This design comes from an exercise in tuning for small area, a short achievable clock period and few clock cycles per item on the open sky130 flow, not from production work.
Where RTL was checked, it was by simulation tests only, not by an equivalence proof against the original.
The RTL of runs 3 to 5 was laid out without a check of its function.

## run.sh

```bash
#!/bin/bash
# synth_recipe.tcl (not shown) runs the flow's synth.tcl, then flattens the netlist and writes it again
# the make line also repeats each setting of config.mk as NAME=value (left out here)
make -C /OpenROAD-flow-scripts/flow DESIGN_CONFIG=/design/flow/config.mk WORK_HOME=/design/flow/orfs CLKGATE_MAP_FILE= SYNTH_SCRIPT=/design/flow/synth_recipe.tcl finish
```

## config.mk

```make
export PLATFORM = sky130hd
export DESIGN_NAME = moving_average_filter
export DESIGN_NICKNAME = moving_average_filter
export VERILOG_FILES = /design/flow/design.v
export SDC_FILE = /design/flow/constraint.sdc
export NUM_CORES = 4
export LEC_CHECK = 0
export ABC_CLOCK_PERIOD_IN_PS = 2000
export CAP_MARGIN = 20
export CORE_MARGIN = 2
export CORE_UTILIZATION = 45
export CTS_CLUSTER_DIAMETER = 80
export CTS_CLUSTER_SIZE = 30
export SETUP_SLACK_MARGIN = 5
export SLEW_MARGIN = 20
export SYNTH_MEMORY_MAX_BITS = 8192
```

## constraint.sdc

```tcl
create_clock -name core_clock -period 10.0 [get_ports {clk}]
set_input_delay 2.0000 -clock core_clock [delete_from_list [all_inputs] [get_ports {clk}]]
set_output_delay 2.0000 -clock core_clock [all_outputs]
set_load 0.01 [all_outputs]
```

## design.v

```verilog
`default_nettype none
package maf_pkg;
	localparam int WINDOW_MAX_DEF  = 256;
	localparam int SAMPLE_BITS_DEF = 24;
	localparam int WIN_W = 9;
	localparam logic [WIN_W-1:0] WIN_RESET = WIN_W'(1);
	typedef struct packed {
		logic busy;
		logic done;
	} div_status_t;
endpackage
`default_nettype wire
`default_nettype none
module maf_divider #(
	parameter int NUM_W = 32,
	parameter int DEN_W = 9,
	parameter int QUO_W = 24,
	parameter int STEPS = 2
) (
	input  logic                 clk,
	input  logic                 arst_n,
	input  logic                 en,
	input  logic                 in_valid,
	input  logic [NUM_W-1:0]     dividend,
	input  logic [DEN_W-1:0]     divisor,
	input  logic [DEN_W:0]       divisor3,
	output logic                 out_valid,
	output logic [QUO_W-1:0]     quotient
);
	localparam int REM_W = NUM_W - QUO_W;
	localparam int NSTG  = QUO_W / (2 * STEPS);
	localparam int NREG  = NSTG - 1;
	localparam int D3_W  = DEN_W + 1;
	localparam int X_W   = REM_W + 2;
	localparam int DF_W  = REM_W + 4;
	logic [NREG*REM_W-1:0] rem_q;
	logic [NREG*QUO_W-1:0] qb_q;
	logic [NREG*DEN_W-1:0] den_q;
	logic [NREG*D3_W-1:0]  den3_q;
	logic [NREG-1:0]       v_q;
	logic [NSTG*REM_W-1:0] rem_i;
	logic [NSTG*QUO_W-1:0] qb_i;
	logic [NSTG*DEN_W-1:0] den_i;
	logic [NSTG*D3_W-1:0]  den3_i;
	logic [NSTG-1:0]       v_i;
	logic [NSTG*REM_W-1:0] rem_o;
	logic [NSTG*QUO_W-1:0] qb_o;
	function automatic logic [REM_W+QUO_W-1:0] steps_f(
		input logic [REM_W-1:0] rem,
		input logic [QUO_W-1:0] qb,
		input logic [DEN_W-1:0] den,
		input logic [D3_W-1:0]  den3
	);
		logic [REM_W-1:0] r;
		logic [QUO_W-1:0] q;
		logic [X_W-1:0]   x;
		logic [DF_W-1:0]  d1;
		logic [DF_W-1:0]  d2;
		logic [DF_W-1:0]  d3;
		r = rem;
		q = qb;
		for (int i = 0; i < STEPS; i++) begin
			x  = {r, q[QUO_W-1:QUO_W-2]};
			d1 = DF_W'(x) - DF_W'(den);
			d2 = DF_W'(x) - DF_W'({den, 1'b0});
			d3 = DF_W'(x) - DF_W'(den3);
			if (!d3[DF_W-1]) begin
				q = {q[QUO_W-3:0], 2'd3};
				r = d3[REM_W-1:0];
			end else if (!d2[DF_W-1]) begin
				q = {q[QUO_W-3:0], 2'd2};
				r = d2[REM_W-1:0];
			end else if (!d1[DF_W-1]) begin
				q = {q[QUO_W-3:0], 2'd1};
				r = d1[REM_W-1:0];
			end else begin
				q = {q[QUO_W-3:0], 2'd0};
				r = x[REM_W-1:0];
			end
		end
		steps_f = {r, q};
	endfunction
	assign rem_i[0 +: REM_W] = dividend[NUM_W-1:QUO_W];
	assign qb_i[0 +: QUO_W]  = dividend[QUO_W-1:0];
	assign den_i[0 +: DEN_W] = divisor;
	assign den3_i[0 +: D3_W] = divisor3;
	assign v_i[0]            = in_valid;
	assign rem_i[REM_W +: NREG*REM_W] = rem_q;
	assign qb_i[QUO_W +: NREG*QUO_W]  = qb_q;
	assign den_i[DEN_W +: NREG*DEN_W] = den_q;
	assign den3_i[D3_W +: NREG*D3_W]  = den3_q;
	assign v_i[NSTG-1:1]              = v_q;
	for (genvar s = 0; s < NSTG; s++) begin : g_stg
		assign {rem_o[s*REM_W +: REM_W], qb_o[s*QUO_W +: QUO_W]} =
			steps_f(rem_i[s*REM_W +: REM_W], qb_i[s*QUO_W +: QUO_W],
				den_i[s*DEN_W +: DEN_W], den3_i[s*D3_W +: D3_W]);
	end
	always_ff @(posedge clk or negedge arst_n) begin
		if (!arst_n) begin
			v_q <= '0;
		end else if (en) begin
			v_q <= v_i[NREG-1:0];
		end
	end
	always_ff @(posedge clk) begin
		if (en) begin
			rem_q  <= rem_o[NREG*REM_W-1:0];
			qb_q   <= qb_o[NREG*QUO_W-1:0];
			den_q  <= den_i[NREG*DEN_W-1:0];
			den3_q <= den3_i[NREG*D3_W-1:0];
		end
	end
	assign out_valid = v_i[NSTG-1];
	assign quotient  = (den_i[(NSTG-1)*DEN_W +: DEN_W] == '0) ? '0 : qb_o[(NSTG-1)*QUO_W +: QUO_W];
endmodule
`default_nettype wire
`default_nettype none
module maf_ring #(
	parameter int DEPTH   = 256,
	parameter int DATA_W  = 24,
	parameter int WP_STEP = 16
) (
	input  logic                               clk,
	input  logic                               wr_en,
	input  logic [$clog2(DEPTH/WP_STEP)-1:0]   wr_pt,
	input  logic [DATA_W-1:0]                  wr_data,
	input  logic [$clog2(2*WP_STEP)-1:0]       rd_sel,
	output logic [DATA_W-1:0]                  rd_data
);
	localparam int NWP  = DEPTH / WP_STEP;
	localparam int NTAP = 2 * WP_STEP;
	localparam int TW   = $clog2(NTAP);
	logic [DEPTH*DATA_W-1:0] ent;
	always_ff @(posedge clk) begin
		for (int i = 0; i < DEPTH; i++) begin
			if ((i % WP_STEP) == 0 && wr_en && wr_pt == ($clog2(NWP))'(i / WP_STEP)) begin
				ent[i*DATA_W +: DATA_W] <= wr_data;
			end else begin
				ent[i*DATA_W +: DATA_W] <= ent[((i + DEPTH - 1) % DEPTH)*DATA_W +: DATA_W];
			end
		end
	end
	logic [2*NTAP*DATA_W-1:0] node;
	for (genvar t = 0; t < NTAP; t++) begin : g_tap
		localparam int POS = (t < WP_STEP) ? t : (DEPTH / 2 + t - WP_STEP);
		assign node[(NTAP + t)*DATA_W +: DATA_W] = ent[POS*DATA_W +: DATA_W];
	end
	for (genvar d = 0; d < TW; d++) begin : g_lvl
		for (genvar j = 0; j < (1 << d); j++) begin : g_node
			localparam int K = (1 << d) + j;
			assign node[K*DATA_W +: DATA_W] = rd_sel[TW-1-d] ?
				node[(2*K+1)*DATA_W +: DATA_W] : node[(2*K)*DATA_W +: DATA_W];
		end
	end
	assign node[DATA_W-1:0] = '0;
	assign rd_data = node[DATA_W +: DATA_W];
endmodule
`default_nettype wire
`default_nettype none
module moving_average_filter #(
	parameter int WINDOW_MAX  = maf_pkg::WINDOW_MAX_DEF,
	parameter int SAMPLE_BITS = maf_pkg::SAMPLE_BITS_DEF
) (
	input  logic                      clk,
	input  logic                      arst_n,
	input  logic                      cfg_we,
	input  logic [maf_pkg::WIN_W-1:0] cfg_wdata,
	input  logic                      in_valid,
	output logic                      in_ready,
	input  logic [SAMPLE_BITS-1:0]    sample,
	input  logic                      new_series,
	output logic                      out_valid,
	input  logic                      out_ready,
	output logic [SAMPLE_BITS-1:0]    average
);
	localparam int ADDR_W  = $clog2(WINDOW_MAX);
	localparam int CNT_W   = $clog2(WINDOW_MAX + 1);
	localparam int SUM_W   = SAMPLE_BITS + ADDR_W;
	localparam int WP_STEP = 16;
	localparam int WP_W    = $clog2(WP_STEP);
	localparam int PT_W    = ADDR_W - WP_W;
	logic [maf_pkg::WIN_W-1:0] window_q;
	logic [CNT_W-1:0]          span;
	logic [ADDR_W-1:0]         span_m1;
	logic                      span_nz;
	logic [PT_W-1:0]           base_pt;
	always_comb begin
		span    = (window_q > maf_pkg::WIN_W'(WINDOW_MAX)) ? CNT_W'(WINDOW_MAX) : CNT_W'(window_q);
		span_m1 = ADDR_W'(span - CNT_W'(1));
		span_nz = (window_q != '0);
		base_pt = PT_W'(0) - span_m1[ADDR_W-1:WP_W];
	end
	logic                   in_ready_q;
	logic                   s0_v;
	logic [SAMPLE_BITS-1:0] s0_x;
	logic                   s0_ns;
	logic [ADDR_W-1:0]      h_q;       
	logic [ADDR_W-1:0]      raddr_q;   
	logic [CNT_W-1:0]       cnt_q;     
	logic                   en;
	logic                   accept;
	logic                   fresh;
	logic                   aligned;
	logic                   write_now;
	logic [PT_W-1:0]        wr_pt;
	logic [ADDR_W-1:0]      h_next;
	logic [ADDR_W-1:0]      raddr_next;
	logic [CNT_W-1:0]       cnt_eff;
	logic [CNT_W-1:0]       cnt_inc;
	logic [CNT_W-1:0]       n_now;
	logic                   sub_now;
	logic [SAMPLE_BITS-1:0] rd_data;
	assign accept  = in_valid && in_ready_q;
	assign fresh   = s0_ns || (cnt_q == '0);
	assign aligned = (h_q[WP_W-1:0] == '0) && (raddr_q[ADDR_W-2:WP_W] == '0);
	assign write_now = s0_v && en && (aligned || fresh);
	assign wr_pt   = fresh ? base_pt : h_q[ADDR_W-1:WP_W];
	always_comb begin
		if (write_now) begin
			h_next = fresh ? {base_pt, WP_W'(0)} : h_q;
		end else begin
			h_next = h_q + ADDR_W'(1);
		end
		if (write_now) begin
			raddr_next = fresh ? {{(ADDR_W-WP_W){1'b0}}, span_m1[WP_W-1:0]} : raddr_q;
		end else begin
			raddr_next = raddr_q + ADDR_W'(1);
		end
		cnt_eff = s0_ns ? '0 : cnt_q;
		cnt_inc = cnt_eff[CNT_W-1] ? cnt_eff : cnt_eff + CNT_W'(1);
		n_now   = (cnt_inc < span) ? cnt_inc : span;
		sub_now = span_nz && (cnt_eff >= span);
	end
	maf_ring #(
		.DEPTH   (WINDOW_MAX),
		.DATA_W  (SAMPLE_BITS),
		.WP_STEP (WP_STEP)
	) u_ring (
		.clk     (clk),
		.wr_en   (write_now),
		.wr_pt   (wr_pt),
		.wr_data (s0_x),
		.rd_sel  ({raddr_q[ADDR_W-1], raddr_q[WP_W-1:0]}),
		.rd_data (rd_data)
	);
	logic                   out_v_q;
	logic [SAMPLE_BITS-1:0] out_q;
	logic                   skid_v_q;
	logic [SAMPLE_BITS-1:0] skid_q;
	logic                   div_v;
	logic [SAMPLE_BITS-1:0] div_q;
	logic                   arrive;
	logic                   pop;
	assign en     = !skid_v_q;
	assign arrive = div_v && en;
	assign pop    = out_v_q && out_ready;
	logic s0_v_next;
	logic s0_ns_next;
	logic cnt0_next;
	logic skid_v_next;
	logic in_ready_d;
	always_comb begin
		s0_v_next   = accept || (s0_v && !write_now);
		s0_ns_next  = accept ? new_series : s0_ns;
		cnt0_next   = cfg_we || ((cnt_q == '0) && !write_now);
		skid_v_next = skid_v_q ? !pop : (arrive && out_v_q && !pop);
		in_ready_d  = !s0_v_next || (!skid_v_next &&
			(((h_next[WP_W-1:0] == '0) && (raddr_next[ADDR_W-2:WP_W] == '0)) ||
			 s0_ns_next || cnt0_next));
	end
	always_ff @(posedge clk or negedge arst_n) begin
		if (!arst_n) begin
			window_q   <= maf_pkg::WIN_RESET;
			in_ready_q <= 1'b1;
			s0_v       <= 1'b0;
			h_q        <= '0;
			raddr_q    <= '0;
			cnt_q      <= '0;
		end else begin
			in_ready_q <= in_ready_d;
			s0_v       <= s0_v_next;
			h_q        <= h_next;
			raddr_q    <= raddr_next;
			if (cfg_we) begin
				window_q <= cfg_wdata;
				cnt_q    <= '0;
			end else if (write_now) begin
				cnt_q    <= cnt_inc;
			end
		end
	end
	always_ff @(posedge clk) begin
		if (accept) begin
			s0_x  <= sample;
			s0_ns <= new_series;
		end
	end
	logic                   v2;
	logic [SUM_W-1:0]       sum_q;
	logic [CNT_W-1:0]       n2;
	logic [CNT_W:0]         n3_2;
	always_ff @(posedge clk or negedge arst_n) begin
		if (!arst_n) begin
			v2 <= 1'b0;
		end else if (en) begin
			v2 <= write_now;
		end
	end
	always_ff @(posedge clk) begin
		if (en) begin
			n2   <= n_now;
			n3_2 <= {1'b0, n_now} + {n_now, 1'b0};
		end
		if (write_now) begin
			sum_q <= (fresh ? SUM_W'(0) : sum_q) + SUM_W'(s0_x) -
				(sub_now ? SUM_W'(rd_data) : SUM_W'(0));
		end
	end
	maf_divider #(
		.NUM_W (SUM_W),
		.DEN_W (CNT_W),
		.QUO_W (SAMPLE_BITS),
		.STEPS (2)
	) u_div (
		.clk       (clk),
		.arst_n    (arst_n),
		.en        (en),
		.in_valid  (v2),
		.dividend  (sum_q),
		.divisor   (n2),
		.divisor3  (n3_2),
		.out_valid (div_v),
		.quotient  (div_q)
	);
	always_ff @(posedge clk or negedge arst_n) begin
		if (!arst_n) begin
			out_v_q  <= 1'b0;
			skid_v_q <= 1'b0;
		end else begin
			skid_v_q <= skid_v_next;
			if (skid_v_q || arrive) begin
				out_v_q <= 1'b1;
			end else if (pop) begin
				out_v_q <= 1'b0;
			end
		end
	end
	always_ff @(posedge clk) begin
		if (skid_v_q) begin
			if (pop) begin
				out_q <= skid_q;
			end
		end else if (arrive) begin
			if (!out_v_q || pop) begin
				out_q <= div_q;
			end else begin
				skid_q <= div_q;
			end
		end
	end
	assign in_ready  = in_ready_q;
	assign out_valid = out_v_q;
	assign average   = out_q;
endmodule
`default_nettype wire
```

==> results of run 1 <==
logic make-up after synthesis:
kind of cell | after synthesis
flops | 6561
compound gates | 951
simple gates | 755
mux | 682
buf+inv | 462
fa+ha+maj | 443
xor+xnor | 191
registers in the layout (all words and copies together) (netlist names), 8 cells and up:
name,count
h_q,8
s0_x,24
u_div.rem_q,40
u_div.den3_q,45
out_q,24
cnt_q,9
n3_2,9
u_div.den_q,45
raddr_q,8
window_q,9
u_ring.ent,6144
u_div.qb_q,120
sum_q,32
n2,9
skid_q,24
layer usage:
layer | routed length (um) | global-route usage | vias to the layer above
li1 | - | - | 34340
met1 | 141000 | 0.2190 | 34220
met2 | 125600 | 0.2382 | 818
met3 | 8656 | 0.01771 | 423
met4 | 8656 | 0.04408 | 4
met5 | 21 | 0 | -
repair_timing:
action / CTS / global route
setup endpoints to repair: 225 / 182
cloned: 8 / 6
gates resized for setup: 223 / 175
pin swaps: 73 / 81
setup buffers: 107 / 74
worst max-delay path, stage by stage (launching register included):
cell      delay [ns]
dfrtp_4         0.45
buf_8           0.20
buf_16          0.20
mux4_2          0.50
mux4_2          0.49
mux2i_1         0.28
nor2_1          0.08
ha_1            0.28
inv_1           0.06
ha_4            0.17
fa_2            0.40
a21o_1          0.18
a21oi_2         0.18
o21ai_2         0.11
a31oi_4         0.22
o21ai_4         0.10
a221oi_4        0.33
o31ai_4         0.10
nor4b_4         0.15
or3_1           0.35
worst paths after layout:
kind,end,slack [ns],startpoint,cells after the start
max in group asynchronous,raddr_q[1]$_DFFE_PN0P_,8.20,arst_n,2
min in group asynchronous,out_v_q$_DFFE_PN0P_,1.24,arst_n,2
worst min-delay path,u_ring.ent[2128]$_DFF_P_,0.29,u_ring.ent[2104]$_DFF_P_,0
worst max-delay path,sum_q[30]$_DFFE_PP_,4.89,raddr_q[0]$_DFFE_PN0P_,19
worst max register to register,sum_q[30]$_DFFE_PP_,4.89,raddr_q[0]$_DFFE_PN0P_,19
worst min register to register,u_ring.ent[2128]$_DFF_P_,0.29,u_ring.ent[2104]$_DFF_P_,0
layout by cell type, fill, tap and decap left out, types with 38 or more instances in the layout:
master and n:
dfxtp_1 6144, edfxtp_1 372, ha_1 353, mux2_2 349
o21ai_0 293, clkbuf_16 285, inv_1 256, mux4_2 240
buf_4 217, nor2_1 184, a21oi_1 178, nand2_1 174
xnor2_1 112, xor2_1 76, a21o_1 75, mux2i_1 71
clkdlybuf4s50_1 63, nor2b_1 59, nor3_1 55, fa_1 48
nand2b_1 45, o21a_1 44, nand3_1 38
final cells by class:
| cell class | count | area share |
|---|---|---|
| flip-flops and latches | 6561 | 0.7398 |
| multi-input cells | 3023 | 0.1595 |
| clock buffers | 305 | 0.03934 |
| well taps | 4816 | 0.03295 |
| repair buffers | 338 | 0.01790 |
| inverters | 280 | 0.005958 |
| clock inverters | 50 | 0.004440 |
| diodes | 7 | 0.00009577 |
metrics by stage:
stage	utilization	instances	cell area [um2]	hold WS (ns)
after floorplan	-	10050	164900	0.3096
after global placement	0.4698	14820	171500	0.3097
after detailed placement	0.4698	14820	171500	0.3121
after CTS	0.4975	15290	181600	0.2863
after global routing	0.5011	15370	182900	0.2842
final	0.5011	15380	182900	0.2904
==> metrics.yaml, run 1 <==
floorplanning:
  start_util: 0.4513
  die_h_um: 609.0
  die_area_mm2: 0.3709
  core_area_mm2: 0.3650
  die_w_um: 609.0
  ioPinCount: 65
  num_rows: 222
synthesis:
  synth.area.top_cells: "dfxtp_1 (75%), edfxtp_1 (6.8%), mux4_2 (3.3%)"
  synth_compound_area_frac: 0.03612
  yosys_warnings: 3
  ys_ff_latch: 6561
  yosys.area_share.xor_xnor: 0.01016
  syn_area_per_cell_um2: 16.40
  syn_nets: 10530
  synth_mux_area_frac: 0.06237
  yosys.area.top_type_share: 0.7469
  synth_cell_types: 96
  synth_top_family_by_area: "multiplexers"
  synth_top_cell_by_area: "dfxtp_1"
  synth_area_mm2: 0.1647
  syn_inst: 10050
  seq_area_frac_synth: 0.8214
  synth_common_cells: "dfxtp_1 (6145), ha_1 (385), edfxtp_1 (372)"
  yosysMostFrequentCell: "dfxtp_1"
  synthSimpleGateAreaFrac: 0.02265
  dominantRegCellSynth: "dfxtp_1"
  synthAdderAreaFrac: 0.03630
  async_reset_ff_frac: 0.006706
  synth_edf_count: 372
placement:
  dpl.hpwl_um: 173600
  dpl_worst_slack_ns: 3.522
  place_congestion: 0.8062
  io_buffers: 64
timing:
  relSlewSlack: 0.3530
  setup_slack_ns: 4.891
  grt_setup_unrepaired: "yes"
  tightest_slew_ns: 0.9706
  setup_viol: 0
  finalSetupTns_ns: 0
  max_freq_mhz: 195.7
  drv_slew: 0
  fin_skew_ns: 0.05935
  hold_violations: 0
  fin_crit_sh: 0.5109
  period_minus_slack_ns: 5.109
critical_path:
  cp_data_required_time_ns: 10.65
  arrival_ns: 5.75
  critPathKind: "reg -> reg"
  worstPathMaxFanout: 13
  cp-start-kind: "flip-flop"
  endpoint_kind: "flip-flop"
route:
  vias: 69800
  first_pass_iters: 5
  first_iter_violations: 3616
  antenna_left: 0
  wl_per_cell_um: 18.46
  drc: 0
  via_per_inst: 4.539
  wl_um: 283900
worst_hold_path:
  min_path_type: "reg -> reg"
finish:
  drive_gt1_frac: 0.1434
  area_delta_synth_final_pct: 11.04
  area.sequential_mm2: 0.1353
  multi_input_area_mm2: 0.02917
  fillCellCount: 30070
  nNetsFinal: 10960
clock_network:
  cts_sinks: 6561
  clk_pin_slew_ns: 0.11
  holdBufCountCts: 0
  cts_buffers: 275
  tritoncts: "built"
  clk_path_buf_depth: 4
  htreeDepth: 5
  clkLatencyLatePin_ns: 0.93
  cts_root_buf: "clkbuf_16"
global_route:
  overflow: 0
  grt_first_pass_wirelength_um: 435400
  antenna_found_initial: 26
  first_global_vias: 71440
  grt_start_max_net_pins: 141
  grt_usage: 0.1509
flow_run:
  max_cap_viol_count: 0
outcome:
  status: "finished clean"
Testbench counts, summed over its fixed seeds: cycles 6,256, items 6,000.
==> run 2: changes to the inputs <==
==> flow/run.sh (new file) <==
#!/bin/bash
# The standard layout (the standard.sh: standard synthesis, floorplan,
# placement, CTS, routing, finish) with the design's clock period and
# constraints; only the timing repair steps aim further below the period.
set -euo pipefail
bash standard.sh SETUP_SLACK_MARGIN=6.0 finish > standard_flow.log 2>&1
==> standard.sh (new file) <==
#!/bin/bash
# synth_recipe.tcl (not shown) runs the flow's synth.tcl, then flattens the netlist and writes it again
# the make line also repeats each setting of config.mk as NAME=value (left out here)
make -C /OpenROAD-flow-scripts/flow DESIGN_CONFIG=/design/flow/config.mk WORK_HOME=/design/flow/orfs CLKGATE_MAP_FILE= SYNTH_SCRIPT=/design/flow/synth_recipe.tcl "${@:-finish}"
--- a/config.mk
+++ b/config.mk
@@ -11,6 +11,5 @@
 export CORE_UTILIZATION = 45
 export CTS_CLUSTER_DIAMETER = 80
 export CTS_CLUSTER_SIZE = 30
-export SETUP_SLACK_MARGIN = 5
 export SLEW_MARGIN = 20
 export SYNTH_MEMORY_MAX_BITS = 8192
removed: run.sh
==> metrics.yaml, run 2 <==
outcome:
  status: "finished clean"  # unchanged
timing:
  max_freq_mhz: 192.3  # was 195.7 MHz
  fin_crit_sh: 0.5199  # was 0.5109
  relSlewSlack: 0.4205  # was 0.3530
  setup_viol: 0  # unchanged
  finalSetupTns_ns: 0  # unchanged
  grt_setup_unrepaired: "yes"  # unchanged
  drv_slew: 0  # unchanged
  hold_violations: 0  # unchanged
  fin_skew_ns: 0.06679  # was 0.05935 ns
  period_minus_slack_ns: 5.199  # was 5.109 ns
  tightest_slew_ns: 0.8693  # was 0.9706 ns
critical_path:
  cp-start-kind: "flip-flop"  # unchanged
  crit_path_top_delay_cell: "fa_1"  # was mux4_2
  endpoint_kind: "flip-flop"  # unchanged
  max_stage_delay_ns: 0.49  # was 0.50 ns
  worstPathMaxFanout: 14  # was 13
  arrival_ns: 5.84  # was 5.75 ns
  cp_top_family: "compound AO/OA/AOI/OAI gates"  # was multiplexers
  crit_top_cell: "a21oi_2"  # was mux4_2
  cp_data_required_time_ns: 10.64  # was 10.65 ns
  path_buf_inv: 5  # was 3
  critPathKind: "reg -> reg"  # unchanged
  path_depth: 25  # was 19
  worst_r2r_path_depth: 25  # was 19
global_route:
  grt_start_max_net_pins: 103  # was 141
  grt_first_pass_wirelength_um: 441700  # was 435400 um
  antenna_found_initial: 21  # was 26
  grt_usage: 0.1537  # was 0.1509
  first_global_vias: 72320  # was 71.44k
  overflow: 0  # unchanged
clock_network:
  clk_pin_slew_ns: 0.11  # about the same
  holdBufCountCts: 0  # unchanged
  cts_sinks: 6561  # unchanged
  clkLatencyLatePin_ns: 0.94  # was 0.93 ns
  cts_root_buf: "clkbuf_16"  # unchanged
  cts_buffers: 274  # was 275
  clk_path_buf_depth: 4  # unchanged
  htreeDepth: 5  # unchanged
  tritoncts: "built"  # unchanged
synthesis:
  synth_common_cells: "dfxtp_1 (6145), ha_1 (385), edfxtp_1 (372)"  # unchanged
  synth.area.top_cells: "dfxtp_1 (75%), edfxtp_1 (6.8%), mux4_2 (3.3%)"  # unchanged
  syn_inst: 10050  # unchanged
  synth_top_cell_by_area: "dfxtp_1"  # unchanged
  seq_area_frac_synth: 0.8214  # unchanged
  dominantRegCellSynth: "dfxtp_1"  # unchanged
  syn_area_per_cell_um2: 16.40  # unchanged
  synth_area_mm2: 0.1647  # unchanged
  yosys_warnings: 3  # unchanged
  yosysMostFrequentCell: "dfxtp_1"  # unchanged
  ys_ff_latch: 6561  # unchanged
  synth_cell_types: 96  # unchanged
  yosys.area.top_type_share: 0.7469  # unchanged
  syn_nets: 10530  # unchanged
  async_reset_ff_frac: 0.006706  # unchanged
  synth_edf_count: 372  # unchanged
finish:
  area_delta_synth_final_pct: 12.93  # was 11.04%
  nNetsFinal: 11120  # was 10.96k
  final_common_cell: "dfxtp_1"  # unchanged
  final_area_mm2: 0.1860  # was 0.1829 mm2
  final_cell_mix: "dfxtp_1 (6144), edfxtp_1 (372), mux2_2 (341), buf_4 (327), ha_1 (314)"  # was dfxtp_1 (6144), edfxtp_1 (372), ha_1 (353), mux2_2 (349), o21ai_0 (293)
  regMostFlops: "u_ring.ent"  # unchanged
  largest_register_ffs: 6144  # unchanged
  fillCellCount: 29830  # was 30.07k
  drive_gt1_frac: 0.1749  # was 0.1434
  top_regs: "u_ring.ent: 6144 flops, u_div.qb_q: 120 flops"  # unchanged
placement:
  dpl.hpwl_um: 177100  # was 173600 um
  place_congestion: 0.8108  # was 0.8062
  io_buffers: 64  # unchanged
  place_area_mm2: 0.1720  # was 0.1715 mm2
route:
  drc: 0  # unchanged
  via_per_inst: 4.540  # was 4.539
  vias: 70570  # was 69.80k
  antenna_left: 0  # unchanged
  first_iter_violations: 3756  # was 3616
  first_pass_iters: 7  # was 5
  wl_per_cell_um: 18.76  # was 18.46 um
  wl_um: 291600  # was 283900 um
floorplanning:
  die_w_um: 609.0  # unchanged
  start_util: 0.4513  # unchanged
  die_area_mm2: 0.3709  # unchanged
  die_h_um: 609.0  # unchanged
  core_area_mm2: 0.3650  # unchanged
  ioPinCount: 65  # unchanged
  num_rows: 222  # unchanged
worst_hold_path:
  min_path_type: "reg -> reg"  # unchanged
  hold_path_depth: 0  # unchanged
flow_run:
  max_cap_viol_count: 0  # unchanged
[run 2: cell types whose count changed in the layout (fill, tap and decap cells not counted), moves of 22 or more]
cell     change
buf_6       +42
ha_4        +36
inv_1       -28
ha_1        -39
buf_4      +110
a21oi_2     +22
a21oi_1     -30
o21ai_0     -24
[run 2: per-layer routing]
metal	routed length, um	global-route usage
met5	13	0
met4	10040	0.04477
met3	9729	0.01937
met2	132600	0.2494
met1	139200	0.2163
[run 2: worst paths after layout]
path / startpoint / to / slack (ns)
setup reg to reg: window_q[8]$_DFFE_PN0P_ / sum_q[30]$_DFFE_PP_ / 4.80
setup / recovery: window_q[8]$_DFFE_PN0P_ / sum_q[30]$_DFFE_PP_ / 4.80
min in group asynchronous: arst_n / u_div.v_q[4]$_DFFE_PN0N_ / 1.20
max in group asynchronous: arst_n / raddr_q[2]$_DFFE_PN0P_ / 8.15
hold reg to reg: u_ring.ent[4864]$_DFF_P_ / u_ring.ent[4888]$_DFF_P_ / 0.29
hold / removal: u_ring.ent[4864]$_DFF_P_ / u_ring.ent[4888]$_DFF_P_ / 0.29
[run 2: stage by stage]
stage | hold slack (ns) | utilization | worst slack (ns) | std cells
after floorplan | 0.3096 | - | 4.782 | 10050
after global placement | 0.3096 | 0.4711 | 3.454 | 14810
after detailed placement | 0.3121 | 0.4711 | 3.386 | 14810
after CTS | 0.2880 | 0.5044 | 4.748 | 15410
after global routing | 0.2822 | 0.5096 | 4.574 | 15540
final | 0.2881 | 0.5096 | 4.801 | 15540
[run 2: logic make-up after synthesis]
family                   Yosys count  share of synthesized area
AO/OA/AOI/OAI                    951                    0.03612
XOR/XNOR                         191                    0.01016
adder cells (fa/ha/maj)          443                    0.03630
buffers and inverters            462                    0.01101
flip-flops                      6561                     0.8214
multiplexers                     682                    0.06237
AND/OR/NAND/NOR                  755                    0.02265
[run 2: timing repair]
action | CTS | global route
cloned | 10 | 4
resized for setup | 406 | 203
pin swaps | 173 | 160
buffers inserted | 235 | 119
endpoints found under the setup margin | 492 | 167
[run 2: worst reg2reg max path: stages (launching register included)]
cell and delay (ns):
dfrtp_2 0.45, buf_12 0.15, inv_16 0.08, nand2_4 0.09
ha_4 0.25, a21o_1 0.17, a21o_1 0.16, a21oi_2 0.13
nor2b_1 0.05, o21ai_1 0.15, a21oi_2 0.09, o31ai_4 0.30
buf_6 0.21, buf_16 0.15, nor2_1 0.06, fa_1 0.49
inv_1 0.06, ha_4 0.23, or2_2 0.30, a21oi_2 0.14
a21oi_2 0.06, a21o_1 0.20, a221oi_4 0.39, o31ai_4 0.09
nor4b_2 0.17, or3_1 0.35
[run 2: area by class of cell]
type | instances | area, um2 | area share
inverter | 280 | 1150 | 0.006182
sequential | 6561 | 135300 | 0.7275
tap | 4816 | 6026 | 0.03240
clock buffer | 307 | 7223 | 0.03883
multi-input combinational | 3027 | 30760 | 0.1654
timing repair buffer | 497 | 4735 | 0.02545
antenna | 9 | 22.52 | 0.0001211
clock inverter | 47 | 772.0 | 0.004150
==> run 3: changes to the inputs <==
--- a/design.v
+++ b/design.v
@@ -295,6 +295,28 @@
 			s0_ns <= new_series;
 		end
 	end
+	logic                   v1;
+	logic [SAMPLE_BITS-1:0] x1;
+	logic [SAMPLE_BITS-1:0] o1;
+	logic                   sub1;
+	logic                   clr1;
+	logic [CNT_W-1:0]       n1;
+	always_ff @(posedge clk or negedge arst_n) begin
+		if (!arst_n) begin
+			v1 <= 1'b0;
+		end else if (en) begin
+			v1 <= write_now;
+		end
+	end
+	always_ff @(posedge clk) begin
+		if (en) begin
+			x1   <= s0_x;
+			o1   <= rd_data;
+			sub1 <= sub_now;
+			clr1 <= fresh;
+			n1   <= n_now;
+		end
+	end
 	logic                   v2;
 	logic [SUM_W-1:0]       sum_q;
 	logic [CNT_W-1:0]       n2;
@@ -303,17 +325,17 @@
 		if (!arst_n) begin
 			v2 <= 1'b0;
 		end else if (en) begin
-			v2 <= write_now;
+			v2 <= v1;
 		end
 	end
 	always_ff @(posedge clk) begin
 		if (en) begin
-			n2   <= n_now;
-			n3_2 <= {1'b0, n_now} + {n_now, 1'b0};
-		end
-		if (write_now) begin
-			sum_q <= (fresh ? SUM_W'(0) : sum_q) + SUM_W'(s0_x) -
-				(sub_now ? SUM_W'(rd_data) : SUM_W'(0));
+			n2   <= n1;
+			n3_2 <= {1'b0, n1} + {n1, 1'b0};
+			if (v1) begin
+				sum_q <= (clr1 ? SUM_W'(0) : sum_q) + SUM_W'(x1) -
+					(sub1 ? SUM_W'(o1) : SUM_W'(0));
+			end
 		end
 	end
 	maf_divider #(
==> run.sh (new file) <==
#!/bin/bash
# synth_recipe.tcl (not shown) runs the flow's synth.tcl, then flattens the netlist and writes it again
# the make line also repeats each setting of config.mk as NAME=value (left out here)
make -C /OpenROAD-flow-scripts/flow DESIGN_CONFIG=/design/flow/config.mk WORK_HOME=/design/flow/orfs CLKGATE_MAP_FILE= SYNTH_SCRIPT=/design/flow/synth_recipe.tcl finish
--- a/config.mk
+++ b/config.mk
@@ -5,11 +5,9 @@
 export SDC_FILE = /design/flow/constraint.sdc
 export NUM_CORES = 4
 export LEC_CHECK = 0
-export ABC_CLOCK_PERIOD_IN_PS = 2000
 export CAP_MARGIN = 20
 export CORE_MARGIN = 2
 export CORE_UTILIZATION = 45
-export CTS_CLUSTER_DIAMETER = 80
-export CTS_CLUSTER_SIZE = 30
+export SETUP_SLACK_MARGIN = 5
 export SLEW_MARGIN = 20
 export SYNTH_MEMORY_MAX_BITS = 8192
removed: flow/run.sh
removed: standard.sh
==> metrics.yaml, run 3 <==
critical_path:
  r2r_slack_ns: 5.17  # was 4.80 ns
  path_depth: 16  # was 25
  r2r-end: "sum_q[30]$_DFFE_PP_"  # unchanged
  cp-start-kind: "flip-flop"  # unchanged
  path_cells: "buf_4 -> nand2b_1 -> ha_1 -> inv_1 -> ha_1 -> inv_1 -> fa_1 -> nor2b_1 -> o21ai_0 -> a21oi_1 -> a41oi_1 -> o21ai_1 -> a21oi_2 -> o21ai_1 -> a311oi_1 -> xnor2_1"
  arrival_ns: 5.53  # was 5.84 ns
  endpoint_kind: "flip-flop"  # unchanged
  path_buf_inv: 3  # was 5
  timing.rr.start: "clr1$_DFFE_PN_"  # was window_q[8]$_DFFE_PN0P_
  critPathKind: "reg -> reg"  # unchanged
  max_stage_delay_ns: 0.54  # was 0.49 ns
  crit_path_top_delay_cell: "o21ai_1"  # was fa_1
  cp_data_required_time_ns: 10.69  # was 10.64 ns
  cp_top_family: "compound AO/OA/AOI/OAI gates"  # unchanged
  worstPathMaxFanout: 32  # was 14
  worst_r2r_path_depth: 16  # was 25
finish:
  regMostFlops: "u_ring.ent"  # unchanged
  nNetsFinal: 11150  # was 11.12k
  final_common_cell: "dfxtp_1"  # unchanged
  largest_register_ffs: 6144  # unchanged
  area_delta_synth_final_pct: 17.03  # was 12.93%
  top_regs: "u_ring.ent: 6144 flops, u_div.qb_q: 120 flops"  # unchanged
  final_cell_mix: "dfxtp_1 (6145), clkbuf_16 (614), mux2_2 (452), edfxtp_1 (431), ha_1 (379)"  # was dfxtp_1 (6144), edfxtp_1 (372), mux2_2 (341), buf_4 (327), ha_1 (314)
  drive_gt1_frac: 0.1740  # was 0.1749
synthesis:
  yosysMostFrequentCell: "dfxtp_1"  # unchanged
  synth_area_mm2: 0.1669  # was 0.1647 mm2
  synth_top_cell_by_area: "dfxtp_1"  # unchanged
  synth_cell_types: 84  # was 96
  synth_edf_count: 431  # was 372
  ys_ff_latch: 6621  # was 6561
  seq_area_frac_synth: 0.8215  # was 0.8214
  yosys.area.top_type_share: 0.7372  # was 0.7469
  async_reset_ff_frac: 0.006797  # was 0.006706
  syn_area_per_cell_um2: 16.64  # was 16.40 um2
  yosys_warnings: 3  # unchanged
  syn_nets: 10510  # was 10.53k
  synth.area.top_cells: "dfxtp_1 (74%), edfxtp_1 (7.8%), mux4_2 (3.2%)"  # was dfxtp_1 (75%), edfxtp_1 (6.8%), mux4_2 (3.3%)
  syn_inst: 10030  # was 10.05k
  synth_common_cells: "dfxtp_1 (6145), mux2_2 (452), edfxtp_1 (431)"  # was dfxtp_1 (6145), ha_1 (385), edfxtp_1 (372)
  dominantRegCellSynth: "dfxtp_1"  # unchanged
floorplanning:
  die_w_um: 613.0  # was 609.0 um
  die_h_um: 613.0  # was 609.0 um
  ioPinCount: 65  # unchanged
  die_area_mm2: 0.3757  # was 0.3709 mm2
  start_util: 0.4521  # was 0.4513
  core_area_mm2: 0.3691  # was 0.3650 mm2
  num_rows: 223  # was 222
global_route:
  antenna_found_initial: 29  # was 21
  grt_start_max_net_pins: 159  # was 103
  overflow: 0  # unchanged
  first_global_vias: 75540  # was 72.32k
  grt_usage: 0.1613  # was 0.1537
  grt_first_pass_wirelength_um: 463200  # was 441700 um
timing:
  tightest_slew_ns: 1.049  # was 0.8693 ns
  grt_setup_unrepaired: "no"  # was yes
  hold_violations: 0  # unchanged
  max_freq_mhz: 206.9  # was 192.3 MHz
  drv_slew: 0  # unchanged
  fin_crit_sh: 0.4834  # was 0.5199
  period_minus_slack_ns: 4.834  # was 5.199 ns
  setup_viol: 0  # unchanged
  finalSetupTns_ns: 0  # unchanged
  fin_skew_ns: 0.05495  # was 0.06679 ns
  relSlewSlack: 0.3005  # was 0.4205
flow_run:
  max_cap_viol_count: 0  # unchanged
clock_network:
  clk_pin_slew_ns: 0.06  # was 0.11 ns
  tritoncts: "built"  # unchanged
  cts_buffers: 599  # was 274
  clkLatencyLatePin_ns: 1.00  # was 0.94 ns
  cts_root_buf: "clkbuf_16"  # unchanged
  htreeDepth: 6  # was 5
  cts_sinks: 6621  # was 6561
  holdBufCountCts: 0  # unchanged
  clk_path_buf_depth: 4  # unchanged
placement:
  dpl.hpwl_um: 181700  # was 177100 um
  io_buffers: 64  # unchanged
  place_congestion: 0.7988  # was 0.8108
route:
  vias: 71810  # was 70.57k
  wl_per_cell_um: 18.86  # was 18.76 um
  first_iter_violations: 3112  # was 3756
  wl_um: 304000  # was 291600 um
  antenna_left: 0  # unchanged
  first_pass_iters: 5  # was 7
  via_per_inst: 4.455  # was 4.540
  drc: 0  # unchanged
worst_hold_path:
  hold_path_depth: 0  # unchanged
  hold_path_end: "u_ring.ent[3637]$_DFF_P_"  # was u_ring.ent[4888]$_DFF_P_
  min_path_type: "reg -> reg"  # unchanged
  min_from: "u_ring.ent[3613]$_DFF_P_"  # was u_ring.ent[4864]$_DFF_P_
outcome:
  status: "finished clean"  # unchanged
==> run 3: cell types whose count changed after synthesis, moves of 23 or more <==
cell      before  now
edfxtp_1     372  431
inv_1        278  309
mux2_2       351  452
nand2_1      191  162
nand2b_1      48   72
nor2_1       198  175
o21ai_0      339  167
==> run 3: worst max path at each step <==
stage / from / to / slack, ns
after CTS: u_div.qb_q[22]$_DFFE_PN_ / u_div.rem_q[11]$_DFFE_PN_ / 4.99
after detailed placement: u_div.den_q[0]$_DFFE_PN_ / u_div.rem_q[11]$_DFFE_PN_ / 3.76
after floorplan: u_div.den_q[27]$_DFFE_PN_ / u_div.rem_q[33]$_DFFE_PN_ / 5.01
final: clr1$_DFFE_PN_ / sum_q[30]$_DFFE_PP_ / 5.17
after global placement: u_div.den_q[28]$_DFFE_PN_ / u_div.rem_q[36]$_DFFE_PN_ / 3.81
after global routing: u_div.den3_q[22]$_DFFE_PN_ / u_div.rem_q[25]$_DFFE_PN_ / 4.98
==> run 3: layout make-up <==
class	instances	area, um2
clock inverter	230	3062
timing repair buffer	213	1848
multi-input combinational	2923	28320
sequential	6621	137100
fill	29360	173900
tap	4950	6193
inverter	310	1182
antenna	6	15.01
clock buffer	865	17560
==> run 3: stage by stage <==
stage                 util  instance area [um2]  cells  hold WS (ns)  worst slack, ns
floorplan                -               166900  10030        0.3096            5.009
global placement    0.4702               173600  14940        0.3095            3.812
detailed placement  0.4702               173600  14940        0.3121            3.762
CTS                 0.5277               194800  16080        0.2819            4.992
global route        0.5290               195300  16110        0.2912            4.978
finish              0.5290               195300  16120        0.2883            5.166
==> run 3: cell families after synthesis <==
family                     count (synthesis)  share of synthesized area
DFF                                     6621                     0.8215
AOI/OAI and AO/OA                        787                    0.03092
muxes                                    770                    0.06761
and+or+nand+nor                          742                    0.02276
buffers and inverters                    487                    0.01188
adders and majority gates                443                    0.03582
xor gates and xnor gates                 181                   0.009500
==> run 3: repair_timing <==
action / CTS / global route
endpoints found under the setup margin: 58 / 74
pin swaps: 13 / 17
setup buffers: 46 / 31
resized for setup: 82 / 77
==> run 3: per-layer routing <==
layer | global-route usage | part of all wire | wire length (um)
met5 | 0 | 0 | 0
met2 | 0.2558 | 0.45 | 137500
met3 | 0.02441 | 0.037 | 11300
met1 | 0.2275 | 0.48 | 146900
met4 | 0.05147 | 0.027 | 8261
==> run 3: worst reg2reg max path: stages, from the launching register on <==
cell	delay (ns)
edfxtp_1	0.37
buf_4	0.25
nand2b_1	0.29
ha_1	0.29
inv_1	0.06
ha_1	0.20
inv_1	0.08
fa_1	0.45
nor2b_1	0.13
o21ai_0	0.13
a21oi_1	0.30
a41oi_1	0.37
o21ai_1	0.54
a21oi_2	0.23
o21ai_1	0.47
a311oi_1	0.23
xnor2_1	0.16
==> run 4: changes to the inputs <==
--- a/design.v
+++ b/design.v
@@ -15,7 +15,7 @@
 	parameter int NUM_W = 32,
 	parameter int DEN_W = 9,
 	parameter int QUO_W = 24,
-	parameter int STEPS = 2
+	parameter int STEPS = 3
 ) (
 	input  logic                 clk,
 	input  logic                 arst_n,
@@ -23,77 +23,53 @@
 	input  logic                 in_valid,
 	input  logic [NUM_W-1:0]     dividend,
 	input  logic [DEN_W-1:0]     divisor,
-	input  logic [DEN_W:0]       divisor3,
 	output logic                 out_valid,
 	output logic [QUO_W-1:0]     quotient
 );
 	localparam int REM_W = NUM_W - QUO_W;
-	localparam int NSTG  = QUO_W / (2 * STEPS);
+	localparam int NSTG  = QUO_W / STEPS;
 	localparam int NREG  = NSTG - 1;
-	localparam int D3_W  = DEN_W + 1;
-	localparam int X_W   = REM_W + 2;
-	localparam int DF_W  = REM_W + 4;
+	localparam int DF_W  = REM_W + 2;
 	logic [NREG*REM_W-1:0] rem_q;
 	logic [NREG*QUO_W-1:0] qb_q;
 	logic [NREG*DEN_W-1:0] den_q;
-	logic [NREG*D3_W-1:0]  den3_q;
 	logic [NREG-1:0]       v_q;
 	logic [NSTG*REM_W-1:0] rem_i;
 	logic [NSTG*QUO_W-1:0] qb_i;
 	logic [NSTG*DEN_W-1:0] den_i;
-	logic [NSTG*D3_W-1:0]  den3_i;
 	logic [NSTG-1:0]       v_i;
 	logic [NSTG*REM_W-1:0] rem_o;
 	logic [NSTG*QUO_W-1:0] qb_o;
 	function automatic logic [REM_W+QUO_W-1:0] steps_f(
 		input logic [REM_W-1:0] rem,
 		input logic [QUO_W-1:0] qb,
-		input logic [DEN_W-1:0] den,
-		input logic [D3_W-1:0]  den3
+		input logic [DEN_W-1:0] den
 	);
 		logic [REM_W-1:0] r;
 		logic [QUO_W-1:0] q;
-		logic [X_W-1:0]   x;
-		logic [DF_W-1:0]  d1;
-		logic [DF_W-1:0]  d2;
-		logic [DF_W-1:0]  d3;
+		logic [REM_W:0]   sh;
+		logic [REM_W+1:0] df;
 		r = rem;
 		q = qb;
 		for (int i = 0; i < STEPS; i++) begin
-			x  = {r, q[QUO_W-1:QUO_W-2]};
-			d1 = DF_W'(x) - DF_W'(den);
-			d2 = DF_W'(x) - DF_W'({den, 1'b0});
-			d3 = DF_W'(x) - DF_W'(den3);
-			if (!d3[DF_W-1]) begin
-				q = {q[QUO_W-3:0], 2'd3};
-				r = d3[REM_W-1:0];
-			end else if (!d2[DF_W-1]) begin
-				q = {q[QUO_W-3:0], 2'd2};
-				r = d2[REM_W-1:0];
-			end else if (!d1[DF_W-1]) begin
-				q = {q[QUO_W-3:0], 2'd1};
-				r = d1[REM_W-1:0];
-			end else begin
-				q = {q[QUO_W-3:0], 2'd0};
-				r = x[REM_W-1:0];
-			end
+			sh = {r, q[QUO_W-1]};
+			df = {1'b0, sh} - DF_W'(den);
+			q  = {q[QUO_W-2:0], ~df[REM_W+1]};
+			r  = df[REM_W+1] ? sh[REM_W-1:0] : df[REM_W-1:0];
 		end
 		steps_f = {r, q};
 	endfunction
 	assign rem_i[0 +: REM_W] = dividend[NUM_W-1:QUO_W];
 	assign qb_i[0 +: QUO_W]  = dividend[QUO_W-1:0];
 	assign den_i[0 +: DEN_W] = divisor;
-	assign den3_i[0 +: D3_W] = divisor3;
 	assign v_i[0]            = in_valid;
 	assign rem_i[REM_W +: NREG*REM_W] = rem_q;
 	assign qb_i[QUO_W +: NREG*QUO_W]  = qb_q;
 	assign den_i[DEN_W +: NREG*DEN_W] = den_q;
-	assign den3_i[D3_W +: NREG*D3_W]  = den3_q;
 	assign v_i[NSTG-1:1]              = v_q;
 	for (genvar s = 0; s < NSTG; s++) begin : g_stg
 		assign {rem_o[s*REM_W +: REM_W], qb_o[s*QUO_W +: QUO_W]} =
-			steps_f(rem_i[s*REM_W +: REM_W], qb_i[s*QUO_W +: QUO_W],
-				den_i[s*DEN_W +: DEN_W], den3_i[s*D3_W +: D3_W]);
+			steps_f(rem_i[s*REM_W +: REM_W], qb_i[s*QUO_W +: QUO_W], den_i[s*DEN_W +: DEN_W]);
 	end
 	always_ff @(posedge clk or negedge arst_n) begin
 		if (!arst_n) begin
@@ -104,10 +80,9 @@
 	end
 	always_ff @(posedge clk) begin
 		if (en) begin
-			rem_q  <= rem_o[NREG*REM_W-1:0];
-			qb_q   <= qb_o[NREG*QUO_W-1:0];
-			den_q  <= den_i[NREG*DEN_W-1:0];
-			den3_q <= den3_i[NREG*D3_W-1:0];
+			rem_q <= rem_o[NREG*REM_W-1:0];
+			qb_q  <= qb_o[NREG*QUO_W-1:0];
+			den_q <= den_i[NREG*DEN_W-1:0];
 		end
 	end
 	assign out_valid = v_i[NSTG-1];
@@ -221,11 +196,7 @@
 		end else begin
 			h_next = h_q + ADDR_W'(1);
 		end
-		if (write_now) begin
-			raddr_next = fresh ? {{(ADDR_W-WP_W){1'b0}}, span_m1[WP_W-1:0]} : raddr_q;
-		end else begin
-			raddr_next = raddr_q + ADDR_W'(1);
-		end
+		raddr_next = h_next + span_m1;
 		cnt_eff = s0_ns ? '0 : cnt_q;
 		cnt_inc = cnt_eff[CNT_W-1] ? cnt_eff : cnt_eff + CNT_W'(1);
 		n_now   = (cnt_inc < span) ? cnt_inc : span;
@@ -320,7 +291,6 @@
 	logic                   v2;
 	logic [SUM_W-1:0]       sum_q;
 	logic [CNT_W-1:0]       n2;
-	logic [CNT_W:0]         n3_2;
 	always_ff @(posedge clk or negedge arst_n) begin
 		if (!arst_n) begin
 			v2 <= 1'b0;
@@ -330,8 +300,7 @@
 	end
 	always_ff @(posedge clk) begin
 		if (en) begin
-			n2   <= n1;
-			n3_2 <= {1'b0, n1} + {n1, 1'b0};
+			n2 <= n1;
 			if (v1) begin
 				sum_q <= (clr1 ? SUM_W'(0) : sum_q) + SUM_W'(x1) -
 					(sub1 ? SUM_W'(o1) : SUM_W'(0));
@@ -342,7 +311,7 @@
 		.NUM_W (SUM_W),
 		.DEN_W (CNT_W),
 		.QUO_W (SAMPLE_BITS),
-		.STEPS (2)
+		.STEPS (3)
 	) u_div (
 		.clk       (clk),
 		.arst_n    (arst_n),
@@ -350,7 +319,6 @@
 		.in_valid  (v2),
 		.dividend  (sum_q),
 		.divisor   (n2),
-		.divisor3  (n3_2),
 		.out_valid (div_v),
 		.quotient  (div_q)
 	);
--- a/config.mk
+++ b/config.mk
@@ -8,6 +8,5 @@
 export CAP_MARGIN = 20
 export CORE_MARGIN = 2
 export CORE_UTILIZATION = 45
-export SETUP_SLACK_MARGIN = 5
 export SLEW_MARGIN = 20
 export SYNTH_MEMORY_MAX_BITS = 8192
==> metrics.yaml, run 4 <==
critical_path:
  endpoint_kind: "flip-flop"  # unchanged
  cp_top_family: "compound AO/OA/AOI/OAI gates"  # unchanged
  path_depth: 29  # was 16
  cp_data_required_time_ns: 10.78  # was 10.69 ns
  worstPathMaxFanout: 15  # was 32
  max_stage_delay_ns: 0.74  # was 0.54 ns
  path_buf_inv: 4  # was 3
  cp-start-kind: "flip-flop"  # unchanged
  critPathKind: "reg -> reg"  # unchanged
  worst_r2r_path_depth: 29  # was 16
  crit_path_top_delay_cell: "a211oi_1"  # was o21ai_1
  arrival_ns: 9.06  # was 5.53 ns
  crit_top_cell: "o21ai_0"
synthesis:
  synth_cell_types: 81  # was 84
  syn_inst: 9595  # was 10.03k
  synth_area_mm2: 0.1641  # was 0.1669 mm2
  synth_edf_count: 459  # was 431
  syn_area_per_cell_um2: 17.10  # was 16.64 um2
  yosys_warnings: 3  # unchanged
  synth.area.top_cells: "dfxtp_1 (75%), edfxtp_1 (8.4%), mux4_2 (3.3%)"  # was dfxtp_1 (74%), edfxtp_1 (7.8%), mux4_2 (3.2%)
  yosys.area.top_type_share: 0.7496  # was 0.7372
  ys_ff_latch: 6651  # was 6621
  yosysMostFrequentCell: "dfxtp_1"  # unchanged
  synth_common_cells: "dfxtp_1 (6145), edfxtp_1 (459), mux2_2 (446)"  # was dfxtp_1 (6145), mux2_2 (452), edfxtp_1 (431)
  async_reset_ff_frac: 0.007067  # was 0.006797
  dominantRegCellSynth: "dfxtp_1"  # unchanged
  seq_area_frac_synth: 0.8407  # was 0.8215
  synth_top_cell_by_area: "dfxtp_1"  # unchanged
  syn_nets: 9958  # was 10.51k
timing:
  tightest_slew_ns: 1.051  # was 1.049 ns
  finalSetupTns_ns: 0  # unchanged
  period_minus_slack_ns: 8.283  # was 4.834 ns
  fin_skew_ns: 0.05509  # was 0.05495 ns
  relSlewSlack: 0.2991  # was 0.3005
  max_freq_mhz: 120.7  # was 206.9 MHz
  drv_slew: 0  # unchanged
  setup_viol: 0  # unchanged
  setup_slack_ns: 1.717  # was 5.166 ns
  fin_crit_sh: 0.8283  # was 0.4834
  hold_violations: 0  # unchanged
  grt_setup_unrepaired: "no"  # unchanged
floorplanning:
  die_area_mm2: 0.3696  # was 0.3757 mm2
  ioPinCount: 65  # unchanged
  start_util: 0.4524  # was 0.4521
  core_area_mm2: 0.3628  # was 0.3691 mm2
  die_w_um: 607.9  # was 613.0 um
  die_h_um: 607.9  # was 613.0 um
  num_rows: 221  # was 223
global_route:
  grt_start_max_net_pins: 97  # was 159
  antenna_found_initial: 26  # was 29
  grt_first_pass_wirelength_um: 417400  # was 463200 um
  first_global_vias: 70720  # was 75.54k
  grt_usage: 0.1442  # was 0.1613
  overflow: 0  # unchanged
route:
  drc: 0  # unchanged
  vias: 67660  # was 71.81k
  via_per_inst: 4.367  # was 4.455
  antenna_left: 0  # unchanged
  wl_um: 268300  # was 304000 um
  first_iter_violations: 3576  # was 3112
  wl_per_cell_um: 17.32  # was 18.86 um
  first_pass_iters: 5  # unchanged
finish:
  drive_gt1_frac: 0.1652  # was 0.1740
  top_regs: "u_ring.ent: 6144 flops, u_div.qb_q: 168 flops, u_div.den_q: 63 flops"  # was u_ring.ent: 6144 flops, u_div.qb_q: 120 flops
  nNetsFinal: 10560  # was 11.15k
  final_cell_mix: "dfxtp_1 (6145), clkbuf_16 (623), edfxtp_1 (459), mux2_2 (446), inv_1 (330)"  # was dfxtp_1 (6145), clkbuf_16 (614), mux2_2 (452), edfxtp_1 (431), ha_1 (379)
  stdcell_count: 15490  # was 16.12k
  largest_register_ffs: 6144  # unchanged
  regMostFlops: "u_ring.ent"  # unchanged
  final_common_cell: "dfxtp_1"  # unchanged
  area_delta_synth_final_pct: 16.67  # was 17.03%
clock_network:
  clk_path_buf_depth: 4  # unchanged
  clk_pin_slew_ns: 0.06  # about the same
  cts_buffers: 606  # was 599
  cts_sinks: 6651  # was 6621
  post_cts_resized: 0  # was 82
  htreeDepth: 6  # unchanged
  holdBufCountCts: 0  # unchanged
  clkLatencyLatePin_ns: 1.00  # about the same
  tritoncts: "built"  # unchanged
  cts_setup_buffers: 0  # was 46
  cts_root_buf: "clkbuf_16"  # unchanged
outcome:
  status: "finished clean"  # unchanged
placement:
  place_congestion: 0.7650  # was 0.7988
  dpl.hpwl_um: 155600  # was 181700 um
  place_inst: 14380  # was 14.94k
  io_buffers: 64  # unchanged
  dpl_worst_slack_ns: 1.682  # was 3.762 ns
flow_run:
  max_cap_viol_count: 0  # unchanged
worst_hold_path:
  min_path_type: "reg -> reg"  # unchanged
  hold_path_depth: 0  # unchanged
==> run 4: cell types whose count changed in the layout (fill, tap and decap cells not counted), sizes merged, moves of 39 or more <==
cell   previous run  this run
a21o             96        41
a21oi           189       116
buf             150        73
ha              385       276
o21ai           170       131
nor2            177       132
==> run 4: layout make-up <==
class                   instances  area (um2)
fillers                     28770      171300
flip-flops and latches       6651      138000
multi-input cells            2460       24250
clock buffers                 873       17660
well taps                    4794        5998
clock inverters               230        2994
inverters                     339        1280
repair buffers                136        1270
diodes                         11       27.53
==> run 4: logic make-up after synthesis <==
| logic type | count (synthesis) | synth area share |
|---|---|---|
| compound gates | 559 | 0.02250 |
| xor+xnor | 141 | 0.007525 |
| fa+ha+maj | 324 | 0.02690 |
| buf+inv | 484 | 0.01192 |
| flops | 6651 | 0.8407 |
| mux | 803 | 0.07089 |
| simple gates | 633 | 0.01954 |
==> run 4: path summary, 6_finish.rpt <==
path	start	endpoint	slack (ns)
min in group asynchronous	arst_n	out_v_q$_DFFE_PN0P_	1.15
max reg2reg	u_div.den_q[10]$_DFFE_PN_	u_div.rem_q[22]$_DFFE_PN_	1.72
min reg2reg	u_ring.ent[773]$_DFF_P_	u_ring.ent[797]$_DFF_P_	0.28
max	u_div.den_q[10]$_DFFE_PN_	u_div.rem_q[22]$_DFFE_PN_	1.72
min	u_ring.ent[773]$_DFF_P_	u_ring.ent[797]$_DFF_P_	0.28
max in group asynchronous	arst_n	raddr_q[1]$_DFF_PN0_	8.18
==> run 4: through the flow <==
stage / utilization / area [um2] / hold slack [ns]
after floorplan: - / 164100 / 0.3096
after global placement: 0.4704 / 170700 / 0.3095
after detailed placement: 0.4708 / 170800 / 0.3121
after CTS: 0.5277 / 191400 / 0.2703
after global routing: 0.5277 / 191500 / 0.2850
final: 0.5278 / 191500 / 0.2797
==> run 4: per-layer routing <==
| metal | up-vias | share of wire | track usage |
|---|---|---|---|
| met4 | 0 | 0.032 | 0.05201 |
| met1 | 32820 | 0.49 | 0.2054 |
| li1 | 33270 | - | - |
| met2 | 1046 | 0.44 | 0.2217 |
| met5 | - | 0 | 0 |
| met3 | 522 | 0.040 | 0.02506 |
==> run 5: changes to the inputs <==
--- a/config.mk
+++ b/config.mk
@@ -8,5 +8,6 @@
 export CAP_MARGIN = 20
 export CORE_MARGIN = 2
 export CORE_UTILIZATION = 45
+export SETUP_SLACK_MARGIN = 5
 export SLEW_MARGIN = 20
 export SYNTH_MEMORY_MAX_BITS = 8192
==> metrics.yaml, run 5 <==
finish:
  nNetsFinal: 10770  # was 10.56k
  regMostFlops: "u_ring.ent"  # unchanged
  multi_input_area_mm2: 0.02631  # was 0.02425 mm2
  postLayoutCoreUtil: 0.5376  # was 0.5278
  final_common_cell: "dfxtp_1"  # unchanged
  final_cell_mix: "dfxtp_1 (6145), clkbuf_16 (615), edfxtp_1 (459), mux2_2 (437), inv_1 (292)"  # was dfxtp_1 (6145), clkbuf_16 (623), edfxtp_1 (459), mux2_2 (446), inv_1 (330)
  area.sequential_mm2: 0.1380  # unchanged
  top_regs: "u_ring.ent: 6144 flops, u_div.qb_q: 168 flops, u_div.den_q: 63 flops"  # unchanged
  largest_register_ffs: 6144  # unchanged
  stdcell_count: 15700  # was 15.49k
  drive_gt1_frac: 0.2095  # was 0.1652
  fillCellCount: 28470  # was 28.77k
  area_delta_synth_final_pct: 18.83  # was 16.67%
timing:
  fin_hold_ws_ns: 0.2968  # was 0.2797 ns
  setup_viol: 0  # unchanged
  period_minus_slack_ns: 5.752  # was 8.283 ns
  finalSetupTns_ns: 0  # unchanged
  hold_violations: 0  # unchanged
  drv_slew: 0  # unchanged
  tightest_slew_ns: 1.061  # was 1.051 ns
  relSlewSlack: 0.2880  # was 0.2991
  fin_skew_ns: 0.04607  # was 0.05509 ns
  fin_crit_sh: 0.5752  # was 0.8283
  grt_setup_unrepaired: "yes"  # was no
  max_freq_mhz: 173.9  # was 120.7 MHz
route:
  antenna_left: 0  # unchanged
  vias: 68910  # was 67.66k
  wl_per_cell_um: 17.34  # was 17.32 um
  first_iter_violations: 3378  # was 3576
  via_per_inst: 4.389  # was 4.367
  drc: 0  # unchanged
  first_pass_iters: 5  # unchanged
  wl_um: 272300  # was 268300 um
floorplanning:
  start_util: 0.4524  # unchanged
  num_rows: 221  # unchanged
  die_area_mm2: 0.3696  # unchanged
  core_area_mm2: 0.3628  # unchanged
  die_h_um: 607.9  # unchanged
  die_w_um: 607.9  # unchanged
  ioPinCount: 65  # unchanged
critical_path:
  path_buf_inv: 6  # was 4
  critPathKind: "reg -> reg"  # unchanged
  cp-start-kind: "flip-flop"  # unchanged
  max_stage_delay_ns: 0.48  # was 0.74 ns
  timing.rr.start: "u_div.den_q[28]$_DFFE_PN_"  # was u_div.den_q[10]$_DFFE_PN_
  r2r_slack_ns: 4.25  # was 1.72 ns
  worstPathMaxFanout: 5  # was 15
  worst_r2r_path_depth: 31  # was 29
  crit_top_cell: "o21ai_2"  # was o21ai_0
  cp_data_required_time_ns: 10.82  # was 10.78 ns
  cp_top_family: "compound AO/OA/AOI/OAI gates"  # unchanged
  arrival_ns: 6.57  # was 9.06 ns
  endpoint_kind: "flip-flop"  # unchanged
  crit_path_top_delay_cell: "edfxtp_1"  # was a211oi_1
  r2r-end: "u_div.rem_q[35]$_DFFE_PN_"  # was u_div.rem_q[22]$_DFFE_PN_
global_route:
  grt_start_max_net_pins: 169  # was 97
  grt_first_pass_wirelength_um: 423500  # was 417400 um
  first_global_vias: 72270  # was 70.72k
  overflow: 0  # unchanged
  grt_usage: 0.1459  # was 0.1442
  antenna_found_initial: 37  # was 26
synthesis:
  synth_cell_types: 81  # unchanged
  yosysMostFrequentCell: "dfxtp_1"  # unchanged
  syn_nets: 9958  # unchanged
  syn_inst: 9595  # unchanged
  seq_area_frac_synth: 0.8407  # unchanged
  ys_ff_latch: 6651  # unchanged
  yosys.area.top_type_share: 0.7496  # unchanged
  async_reset_ff_frac: 0.007067  # unchanged
  synth_area_mm2: 0.1641  # unchanged
  synth.area.top_cells: "dfxtp_1 (75%), edfxtp_1 (8.4%), mux4_2 (3.3%)"  # unchanged
  synth_common_cells: "dfxtp_1 (6145), edfxtp_1 (459), mux2_2 (446)"  # unchanged
  synth_top_cell_by_area: "dfxtp_1"  # unchanged
  synth_edf_count: 459  # unchanged
  yosys_warnings: 3  # unchanged
  syn_area_per_cell_um2: 17.10  # unchanged
  dominantRegCellSynth: "dfxtp_1"  # unchanged
clock_network:
  clk_path_buf_depth: 4  # unchanged
  holdBufCountCts: 0  # unchanged
  cts_sinks: 6651  # unchanged
  clk_pin_slew_ns: 0.06  # about the same
  cts_root_buf: "clkbuf_16"  # unchanged
  htreeDepth: 6  # unchanged
  clkLatencyLatePin_ns: 1.00  # about the same
  tritoncts: "built"  # unchanged
  cts_buffers: 609  # was 606
worst_hold_path:
  hold_path_depth: 0  # unchanged
  min_path_type: "reg -> reg"  # unchanged
  hold_path_end: "u_ring.ent[1736]$_DFF_P_"  # was u_ring.ent[797]$_DFF_P_
  min_from: "u_ring.ent[1712]$_DFF_P_"  # was u_ring.ent[773]$_DFF_P_
placement:
  place_congestion: 0.7816  # was 0.7650
  dpl.hpwl_um: 154600  # was 155600 um
  io_buffers: 64  # unchanged
  place_inst: 14360  # was 14.38k
flow_run:
  max_cap_viol_count: 0  # unchanged
outcome:
  status: "finished clean"  # unchanged
## run 5: cell count changes in the layout (fill, tap and decap cells not counted), moves of 30 or more
cell and change:
buf_6 +30, o21ai_0 -48, buf_4 +163, mux2i_1 -32, o21ai_2 +43, a21oi_1 -31, inv_1 -38
## run 5: kinds of logic after synthesis
logic type,synth area share
adder cells (fa/ha/maj),0.02690
multiplexers,0.07089
flip-flops,0.8407
XOR/XNOR,0.007525
AND/OR/NAND/NOR,0.01954
AO/OA/AOI/OAI,0.02250
buffers and inverters,0.01192
## run 5: cell type report
| class | count | share of cell area |
|---|---|---|
| flip-flops and latches | 6651 | 0.7076 |
| multi-input cells | 2461 | 0.1349 |
| clock buffers | 885 | 0.09042 |
| well taps | 4794 | 0.03076 |
| repair buffers | 342 | 0.01581 |
| clock inverters | 208 | 0.01328 |
| inverters | 339 | 0.006871 |
| repair inverters | 6 | 0.0002245 |
| diodes | 14 | 0.0001796 |
## run 5: stage by stage
stage | worst slack [ns] | instance area (um2)
2_1_floorplan | 4.483 | 164900
3_3_place_gp | 3.455 | 171300
3_5_place_dp | 3.376 | 171300
4_1_cts | 4.331 | 194100
5_1_grt | 3.968 | 195000
6_report | 4.248 | 195000
## run 5: metal layers
metal,share of wire,global-route usage
met1,0.49,0.2089
met2,0.45,0.2260
met3,0.042,0.02433
met4,0.027,0.04748
met5,0,0
## run 5: how the worst max path moves through the flow
stage	startpoint	endpoint	slack [ns]	cells past startpoint
2_1_floorplan	u_div.den_q[46]$_DFFE_PN_	u_div.rem_q[51]$_DFFE_PN_	4.48	30
3_3_place_gp	u_div.den_q[46]$_DFFE_PN_	u_div.rem_q[54]$_DFFE_PN_	3.45	27
4_1_cts	u_div.den_q[28]$_DFFE_PN_	u_div.rem_q[34]$_DFFE_PN_	4.33	31
5_1_grt	u_div.den_q[28]$_DFFE_PN_	u_div.rem_q[34]$_DFFE_PN_	3.97	31
6_report	u_div.den_q[28]$_DFFE_PN_	u_div.rem_q[35]$_DFFE_PN_	4.25	31
3_5_place_dp	n2[1]$_DFFE_PN_	u_div.rem_q[7]$_DFFE_PN_	3.38	29
## run 5: what timing repair did
| item | CTS | global route |
|---|---|---|
| hold endpoints to repair | 0 | 0 |
| setup endpoints to repair | 95 | 103 |
| cloned | 7 | 0 |
| pin swaps | 196 | 115 |
| resized for setup | 259 | 93 |
| buffers inserted | 167 | 56 |

## re-timing with driven ports
In the flow no input, the clock included, has a driving cell. The finished layouts below were timed again as built, in two steps. Step 1 assumes that a clkbuf_16 drives the clock port and a buf_2 every other input. Step 2 moves the port delays by t, midway between the first and last clock arrival at a register: inputs arrive t later, outputs are due t later. That takes back most of the time a late clock gives input paths. a / b / c = ideal / step 1 / step 2; a / b = the first two.
| run | shift t [ns] | slack for setup (ns) | worst setup path after step 2 |
|---|---|---|---|
| run 1 | 0.994 | 4.891 / 4.891 / 4.891 | register to register |
| run 2 | 1.001 | 4.801 / 4.801 / 4.801 | register to register |
| run 3 | 1.077 | 5.166 / 5.166 / 5.166 | register to register |
| run 4 | 1.068 | 1.717 / 1.717 / 1.717 | register to register |
| run 5 | 1.091 | 4.248 / 4.248 / 4.248 | register to register |
After both steps every run listed still meets setup and hold.
